What follows belongs to an exercise in optimizing a design on an open flow for small area; a production flow would make more cautious choices.
At most, simulation tests tie the RTL to the original design; equivalence was not proved.
Power and IR drop assume default switching activity.

==> 11-23: inputs <==
Design crypt3_sha1, start of the top module:
module crypt3_sha1 (
  input  wire                ck_gclkcx_crypt,
  input  wire                cx_reset3,
  input  wire                ival_e1,
  input  wire                sha1c_e1,
  input  wire                sha1p_e1,
  input  wire                sha1m_e1,
  input  crypt3_pkg::quad_t  qn_e1,
  input  crypt3_pkg::quad_t  qm_e1,
  input  wire                ival_e2,
  input  crypt3_pkg::quad_t  qd_e2,
  output crypt3_pkg::quad_t  crypt3_out_e6,
  output logic               crypt3_active
);
==> module sha1_round, before the edit <==
module sha1_round (
  input  crypt3_pkg::sha1_op_e op,
  input  crypt3_pkg::word_t    x,
  input  crypt3_pkg::word_t    y,
  input  crypt3_pkg::word_t    z,
  output crypt3_pkg::word_t    f
);
  always_comb begin
    case (op)
      crypt3_pkg::op_choose:   f = (x & y) | (~x & z);
      crypt3_pkg::op_parity:   f = x ^ y ^ z;
      default:                 f = (x & y) | (x & z) | (y & z);
    endcase
  end
endmodule
==> module sha1_round_stage, before the edit <==
module sha1_round_stage (
  input  crypt3_pkg::word_t a,
  input  crypt3_pkg::word_t b,
  output crypt3_pkg::word_t s
);
  assign s = a + b;
endmodule
export LEC_CHECK = 0
export CAP_MARGIN = 20
export CORE_MARGIN = 2
export CORE_UTILIZATION = 40
export PLACE_DENSITY = 0.6
export SLEW_MARGIN = 20
create_clock -name core_clock -period 5.5 [get_ports {ck_gclkcx_crypt}]
run.sh (not shown) runs the stock make flow with config.mk's settings and CLKGATE_MAP_FILE= SYNTH_SCRIPT=/design/flow/synth_recipe.tcl, a recipe that flattens the netlist after the stock synthesis.
==> 03-09: changes against 11-23 <==
--- a/flow/design.v
+++ b/flow/design.v
@@ -70,31 +70,52 @@
 module sha1_round (
   input  crypt3_pkg::sha1_op_e op,
   input  crypt3_pkg::word_t    x,
   input  crypt3_pkg::word_t    y,
   input  crypt3_pkg::word_t    z,
   output crypt3_pkg::word_t    f
 );
-  always_comb begin
-    case (op)
-      crypt3_pkg::op_choose:   f = (x & y) | (~x & z);
-      crypt3_pkg::op_parity:   f = x ^ y ^ z;
-      default:                 f = (x & y) | (x & z) | (y & z);
-    endcase
-  end
+  crypt3_pkg::word_t par, maj, ch;
+  logic is_c, is_p, is_m;
+  assign is_c = (op == crypt3_pkg::op_choose);
+  assign is_p = (op == crypt3_pkg::op_parity);
+  assign is_m = (op == crypt3_pkg::op_majority);
+  assign par = x ^ y ^ z;
+  assign maj = (x & y) | (x & z) | (y & z);
+  assign ch  = (x & y) | (~x & z);
+  assign f = ({32{is_c}} & ch) | ({32{is_p}} & par) | ({32{is_m}} & maj);
 endmodule
 `default_nettype wire
 `timescale 1ns/1ps
 `default_nettype none
 module sha1_round_stage (
   input  crypt3_pkg::word_t a,
   input  crypt3_pkg::word_t b,
   output crypt3_pkg::word_t s
 );
-  assign s = a + b;
+  crypt3_pkg::word_t p, g, gg, pp;
+  assign p = a ^ b;
+  assign g = a & b;
+  always_comb begin
+    gg = g;
+    pp = p;
+    for (int l = 1; l < 32; l = l * 2) begin
+      for (int k = 2 * l - 1; k < 32; k = k + 2 * l) begin
+        gg[k] = gg[k] | (pp[k] & gg[k-l]);
+        pp[k] = pp[k] & pp[k-l];
+      end
+    end
+    for (int l = 8; l >= 1; l = l / 2) begin
+      for (int k = 3 * l - 1; k < 32; k = k + 2 * l) begin
+        gg[k] = gg[k] | (pp[k] & gg[k-l]);
+        pp[k] = pp[k] & pp[k-l];
+      end
+    end
+  end
+  assign s = p ^ {gg[30:0], 1'b0};
 endmodule
 `default_nettype wire
 `timescale 1ns/1ps
 `default_nettype none
 module crypt3_sha1 (
   input  wire                ck_gclkcx_crypt,
   input  wire                cx_reset3,
- GPL_TIMING_DRIVEN: unset -> 0
==> 01-12: changes against 11-23 <==
==> flow/design.v (replaced) <==
`default_nettype none
package crypt3_pkg;
  localparam int WORD_W = 32;
  typedef logic [WORD_W-1:0] word_t;
  typedef logic [4*WORD_W-1:0] quad_t;
  typedef enum logic [1:0] {
    op_none     = 2'd0,
    op_choose   = 2'd1,
    op_parity   = 2'd2,
    op_majority = 2'd3
  } sha1_op_e;
endpackage
`default_nettype wire
`timescale 1ns/1ps
`default_nettype none
module crypt3_issue_ctrl (
  input  wire                  ck_gclkcx_crypt,
  input  wire                  cx_reset3,
  input  wire                  ival_e1,
  input  wire                  sha1c_e1,
  input  wire                  sha1p_e1,
  input  wire                  sha1m_e1,
  input  crypt3_pkg::word_t    e_e1,
  input  crypt3_pkg::quad_t    qm_e1,
  input  wire                  ival_e2,
  output crypt3_pkg::sha1_op_e s_op,
  output crypt3_pkg::word_t    s_e,
  output crypt3_pkg::word_t    s_w0,
  output crypt3_pkg::word_t    w1_q,
  output crypt3_pkg::word_t    w2_q,
  output crypt3_pkg::word_t    w3_q
);
  crypt3_pkg::sha1_op_e enc_op;
  crypt3_pkg::sha1_op_e op_q;
  crypt3_pkg::word_t    ew0_in;
  crypt3_pkg::word_t    ew0_q;
  always_comb begin
    if (sha1c_e1)      enc_op = crypt3_pkg::op_choose;
    else if (sha1p_e1) enc_op = crypt3_pkg::op_parity;
    else if (sha1m_e1) enc_op = crypt3_pkg::op_majority;
    else               enc_op = crypt3_pkg::op_none;
  end
  sha1_round_stage u_ew0 (.a(e_e1), .b(qm_e1[31:0]), .s(ew0_in));
  assign s_e   = ival_e1 ? e_e1 : ew0_q;
  assign s_w0  = ival_e1 ? qm_e1[31:0] : '0;
  assign s_op = ival_e1 ? enc_op : op_q;
  always_ff @(posedge ck_gclkcx_crypt or posedge cx_reset3) begin
    if (cx_reset3) begin
      op_q <= crypt3_pkg::op_none;
    end else if (ival_e2) begin
      op_q <= crypt3_pkg::op_none;
    end else begin
      op_q <= s_op;
    end
  end
  always_ff @(posedge ck_gclkcx_crypt) begin
    if (ival_e1) begin
      ew0_q <= ew0_in;
      w1_q <= qm_e1[63:32];
      w2_q <= qm_e1[95:64];
      w3_q <= qm_e1[127:96];
    end
  end
endmodule
`default_nettype wire
`timescale 1ns/1ps
`default_nettype none
module sha1_round (
  input  crypt3_pkg::sha1_op_e op,
  input  crypt3_pkg::word_t    x,
  input  crypt3_pkg::word_t    y,
  input  crypt3_pkg::word_t    z,
  output crypt3_pkg::word_t    f
);
  crypt3_pkg::word_t par, maj, ch;
  logic is_c, is_p, is_m;
  assign is_c = (op == crypt3_pkg::op_choose);
  assign is_p = (op == crypt3_pkg::op_parity);
  assign is_m = (op == crypt3_pkg::op_majority);
  assign par = x ^ y ^ z;
  assign maj = (x & y) | (x & z) | (y & z);
  assign ch  = (x & y) | (~x & z);
  assign f = ({32{is_c}} & ch) | ({32{is_p}} & par) | ({32{is_m}} & maj);
endmodule
`default_nettype wire
`timescale 1ns/1ps
`default_nettype none
module sha1_round_stage (
  input  crypt3_pkg::word_t a,
  input  crypt3_pkg::word_t b,
  output crypt3_pkg::word_t s
);
  crypt3_pkg::word_t p, g, gg, pp;
  assign p = a ^ b;
  assign g = a & b;
  always_comb begin
    gg = g;
    pp = p;
    for (int l = 1; l < 32; l = l * 2) begin
      for (int k = 2 * l - 1; k < 32; k = k + 2 * l) begin
        gg[k] = gg[k] | (pp[k] & gg[k-l]);
        pp[k] = pp[k] & pp[k-l];
      end
    end
    for (int l = 8; l >= 1; l = l / 2) begin
      for (int k = 3 * l - 1; k < 32; k = k + 2 * l) begin
        gg[k] = gg[k] | (pp[k] & gg[k-l]);
        pp[k] = pp[k] & pp[k-l];
      end
    end
  end
  assign s = p ^ {gg[30:0], 1'b0};
endmodule
`default_nettype wire
`default_nettype none
module sha1_csa (
  input  crypt3_pkg::word_t a,
  input  crypt3_pkg::word_t b,
  input  crypt3_pkg::word_t c,
  output crypt3_pkg::word_t s,
  output crypt3_pkg::word_t cy
);
  crypt3_pkg::word_t m;
  assign s  = a ^ b ^ c;
  assign m  = (a & b) | (a & c) | (b & c);
  assign cy = {m[30:0], 1'b0};
endmodule
`default_nettype wire
`timescale 1ns/1ps
`default_nettype none
module crypt3_sha1 (
  input  wire                ck_gclkcx_crypt,
  input  wire                cx_reset3,
  input  wire                ival_e1,
  input  wire                sha1c_e1,
  input  wire                sha1p_e1,
  input  wire                sha1m_e1,
  input  crypt3_pkg::quad_t  qn_e1,
  input  crypt3_pkg::quad_t  qm_e1,
  input  wire                ival_e2,
  input  crypt3_pkg::quad_t  qd_e2,
  output crypt3_pkg::quad_t  crypt3_out_e6,
  output logic               crypt3_active
);
  crypt3_pkg::sha1_op_e op0;
  crypt3_pkg::word_t    e0, w0, w1_q, w2_q, w3_q;
  crypt3_issue_ctrl u_issue (
    .ck_gclkcx_crypt (ck_gclkcx_crypt),
    .cx_reset3       (cx_reset3),
    .ival_e1         (ival_e1),
    .sha1c_e1        (sha1c_e1),
    .sha1p_e1        (sha1p_e1),
    .sha1m_e1        (sha1m_e1),
    .e_e1            (qn_e1[31:0]),
    .qm_e1           (qm_e1),
    .ival_e2         (ival_e2),
    .s_op            (op0),
    .s_e             (e0),
    .s_w0            (w0),
    .w1_q            (w1_q),
    .w2_q            (w2_q),
    .w3_q            (w3_q)
  );
  crypt3_pkg::word_t a, b, c, d;
  assign a = qd_e2[127:96];
  assign b = qd_e2[95:64];
  assign c = qd_e2[63:32];
  assign d = qd_e2[31:0];
  crypt3_pkg::word_t f0, f1, t0_n, v1_n, t0_s1, t0_c1, t0_s2, t0_c2;
  sha1_round u_f0 (.op(op0), .x(b), .y(c), .z(d), .f(f0));
  sha1_round u_f1 (.op(op0), .x(a), .y({b[1:0], b[31:2]}), .z(c), .f(f1));
  sha1_csa u_t0a (.a({a[26:0], a[31:27]}), .b(e0), .c(w0), .s(t0_s1), .cy(t0_c1));
  sha1_csa u_t0b (.a(t0_s1), .b(t0_c1), .c(f0), .s(t0_s2), .cy(t0_c2));
  assign t0_n = t0_s2 + t0_c2;
  sha1_round_stage u_v1 (.a(f1), .b(d), .s(v1_n));
  logic                 v1;
  crypt3_pkg::sha1_op_e op1;
  crypt3_pkg::word_t    t0_1, v1_1, a_1, b_1, c_1;
  always_ff @(posedge ck_gclkcx_crypt or posedge cx_reset3) begin
    if (cx_reset3) v1 <= 1'b0;
    else           v1 <= ival_e2;
  end
  always_ff @(posedge ck_gclkcx_crypt) begin
    op1  <= op0;
    t0_1 <= t0_n;
    v1_1 <= v1_n;
    a_1  <= a;
    b_1  <= b;
    c_1  <= c;
  end
  crypt3_pkg::word_t f2, t1_n, y2_n, z3_n, t1_s, t1_c, y2_s, y2_c;
  sha1_round u_f2 (.op(op1), .x(t0_1), .y({a_1[1:0], a_1[31:2]}), .z({b_1[1:0], b_1[31:2]}), .f(f2));
  sha1_csa u_t1c (.a({t0_1[26:0], t0_1[31:27]}), .b(v1_1), .c(w1_q), .s(t1_s), .cy(t1_c));
  sha1_round_stage u_t1 (.a(t1_s), .b(t1_c), .s(t1_n));
  sha1_csa u_y2c (.a(f2), .b(c_1), .c(w2_q), .s(y2_s), .cy(y2_c));
  sha1_round_stage u_y2 (.a(y2_s), .b(y2_c), .s(y2_n));
  sha1_round_stage u_z3 (.a({b_1[1:0], b_1[31:2]}), .b(w3_q), .s(z3_n));
  logic                 v2;
  crypt3_pkg::sha1_op_e op2;
  crypt3_pkg::word_t    t0_2, t1_2, y2_2, a_2, z3_2;
  always_ff @(posedge ck_gclkcx_crypt or posedge cx_reset3) begin
    if (cx_reset3) v2 <= 1'b0;
    else           v2 <= v1;
  end
  always_ff @(posedge ck_gclkcx_crypt) begin
    op2  <= op1;
    t0_2 <= t0_1;
    t1_2 <= t1_n;
    y2_2 <= y2_n;
    a_2  <= a_1;
    z3_2 <= z3_n;
  end
  crypt3_pkg::word_t f3, t2_n, y3_n;
  sha1_round u_f3 (.op(op2), .x(t1_2), .y({t0_2[1:0], t0_2[31:2]}), .z({a_2[1:0], a_2[31:2]}), .f(f3));
  sha1_round_stage u_t2 (.a({t1_2[26:0], t1_2[31:27]}), .b(y2_2), .s(t2_n));
  sha1_round_stage u_y3 (.a(f3), .b(z3_2), .s(y3_n));
  logic              v3, empty3;
  crypt3_pkg::word_t t0_3, t1_3, t2_3, y3_3;
  always_ff @(posedge ck_gclkcx_crypt or posedge cx_reset3) begin
    if (cx_reset3) v3 <= 1'b0;
    else           v3 <= v2;
  end
  always_ff @(posedge ck_gclkcx_crypt) begin
    empty3 <= (op2 == crypt3_pkg::op_none);
    t0_3   <= t0_2;
    t1_3   <= t1_2;
    t2_3   <= t2_n;
    y3_3   <= y3_n;
  end
  crypt3_pkg::word_t t3_n;
  sha1_round_stage u_t3 (.a({t2_3[26:0], t2_3[31:27]}), .b(y3_3), .s(t3_n));
  logic              load3, hold3;
  crypt3_pkg::quad_t res3;
  assign load3 = v3 & ~empty3;
  assign hold3 = ~v3;
  assign res3  = {t3_n, t2_3, t1_3[1:0], t1_3[31:2], t0_3[1:0], t0_3[31:2]};
  always_ff @(posedge ck_gclkcx_crypt) begin
    crypt3_out_e6 <= ({128{load3}} & res3) | ({128{hold3}} & crypt3_out_e6);
  end
  assign crypt3_active = ival_e1 | ival_e2 | v1 | v2 | v3;
endmodule
`default_nettype wire
==> flow/flow/run.sh (new file) <==
#!/bin/bash
# the standard layout with three changes, all area-only:
#  - port buffers are the smallest buffer (buf_1) instead of the resizer's pick
#  - no dummy loads in the clock tree
#  - after global route, cells off the critical paths are downsized (power recovery)
# the flow's tools write their own logs under orfs/logs; make's output goes to standard.log
export BUFFER_PORTS_ARGS="-buffer_cell sky130_fd_sc_hd__buf_1"
export CTS_ARGS="-sink_clustering_enable -repair_clock_nets -dont_use_dummy_load"
export RECOVER_POWER=100
bash standard.sh > standard.log 2>&1
==> flow/standard.sh (new file) <==
#!/bin/bash
# synth_recipe.tcl (not shown) runs the flow's synth.tcl, then flattens the netlist and writes it again
# the make line also repeats each setting of config.mk as NAME=value (left out here)
make -C /OpenROAD-flow-scripts/flow DESIGN_CONFIG=/design/flow/config.mk WORK_HOME=/design/flow/orfs CLKGATE_MAP_FILE= SYNTH_SCRIPT=/design/flow/synth_recipe.tcl "${@:-finish}"
- GPL_TIMING_DRIVEN: unset -> 0
removed: flow/run.sh
==> run notes <==
03-09 ran to the end with violations: negative setup slack. 01-12 completed, yet does not pass: max-capacitance violations, max-slew violations. 11-23 passed the timing, DRC and antenna checks. Clock power, lowest first: 01-12, 03-09, 11-23. In 03-09 the register-to-register slack is lower than in 11-23, by 0.54 ns. Sequential cell count: 11-23 is higher than 01-12 (32). Combinational power: 01-12 < 03-09 < 11-23. Sequential share of layout area: 11-23 < 03-09 < 01-12. Maximum frequency, highest first: 11-23, 01-12, 03-09.
==> figures <==
                                                                                 03-09             11-23                                            01-12
Status                                                                 failed layout checks  no timing/DRC/antenna violations                                  failed layout checks
Layout check failures                                             negative setup slack                 -  max-capacitance violations, max-slew violations
Data arrival time of the worst path                                            6.07 ns           5.85 ns                                          5.85 ns
Max-slew violation count                                                             0                 0                                               62
Clock period minus final worst setup slack                                     5.51 ns           5.31 ns                                          5.32 ns
Wire length of the first global-routing pass                                    180 mm            198 mm                                           181 mm
Overall die height                                                              319 um            327 um                                           315 um
Max Clock Freq                                                                 181 MHz           188 MHz                                          188 MHz
Nets                                                                              5007              5871                                             5080
Register fraction of the total cell area                                         33.0%             30.1%                                            35.4%
Mapped Area                                                                 39600 um^2        41800 um^2                                       38600 um^2
End point of the critical path                                        t0_1[29]$_DFF_P_  t0_1[31]$_DFF_P_                                 y2_2[31]$_DFF_P_
Max-Cap Viols                                                                        0                 0                                                2
Cell type with the highest occurrence count on the critical path                     -            a21o_1                                          xnor2_1
Only the layout flow was run in 03-09 and 01-12; the RTL was not checked for function there.

[static timing again, ports no longer ideal]
Ports are ideal in the flow. The routed layouts listed here were re-timed in OpenROAD. Step 1 (the two cells are an assumption about what drives the block):
set clk [get_ports {ck_gclkcx_crypt}]
set_driving_cell -lib_cell sky130_fd_sc_hd__clkbuf_16 $clk
set_driving_cell -lib_cell sky130_fd_sc_hd__buf_2 [delete_from_list [all_inputs] $clk]
Step 2 times the ports against the registers' clock, not the clock port: input delays grow and output delays shrink by t, the midpoint of the rising clock arrivals with the driver on. Three values: no drivers, after step 1, after step 2; two values: the first two.
| run | shift t [ns] | setup WS [ns] | hold slack, ns | latest minus earliest clock arrival (ns) | cell pins on the clock port's net |
|---|---|---|---|---|---|
| 11-23 | 0.726 | 0.189 / 0.239 / -0.487 | 0.326 / 0.326 / 0.326 | 0.024 / 0.024 | 1 |
| 03-09 | 0.718 | -0.012 / -0.002 / -0.720 | 0.321 / 0.321 / 0.321 | 0.039 / 0.038 | 1 |
| 01-12 | 0.685 | 0.184 / 0.184 / -0.427 | 0.350 / 0.350 / 0.350 | 0.073 / 0.073 | 1 |
The setup slack of 03-09, which loses most, moves by +0.010 ns with the drivers and by -0.708 ns with both steps.
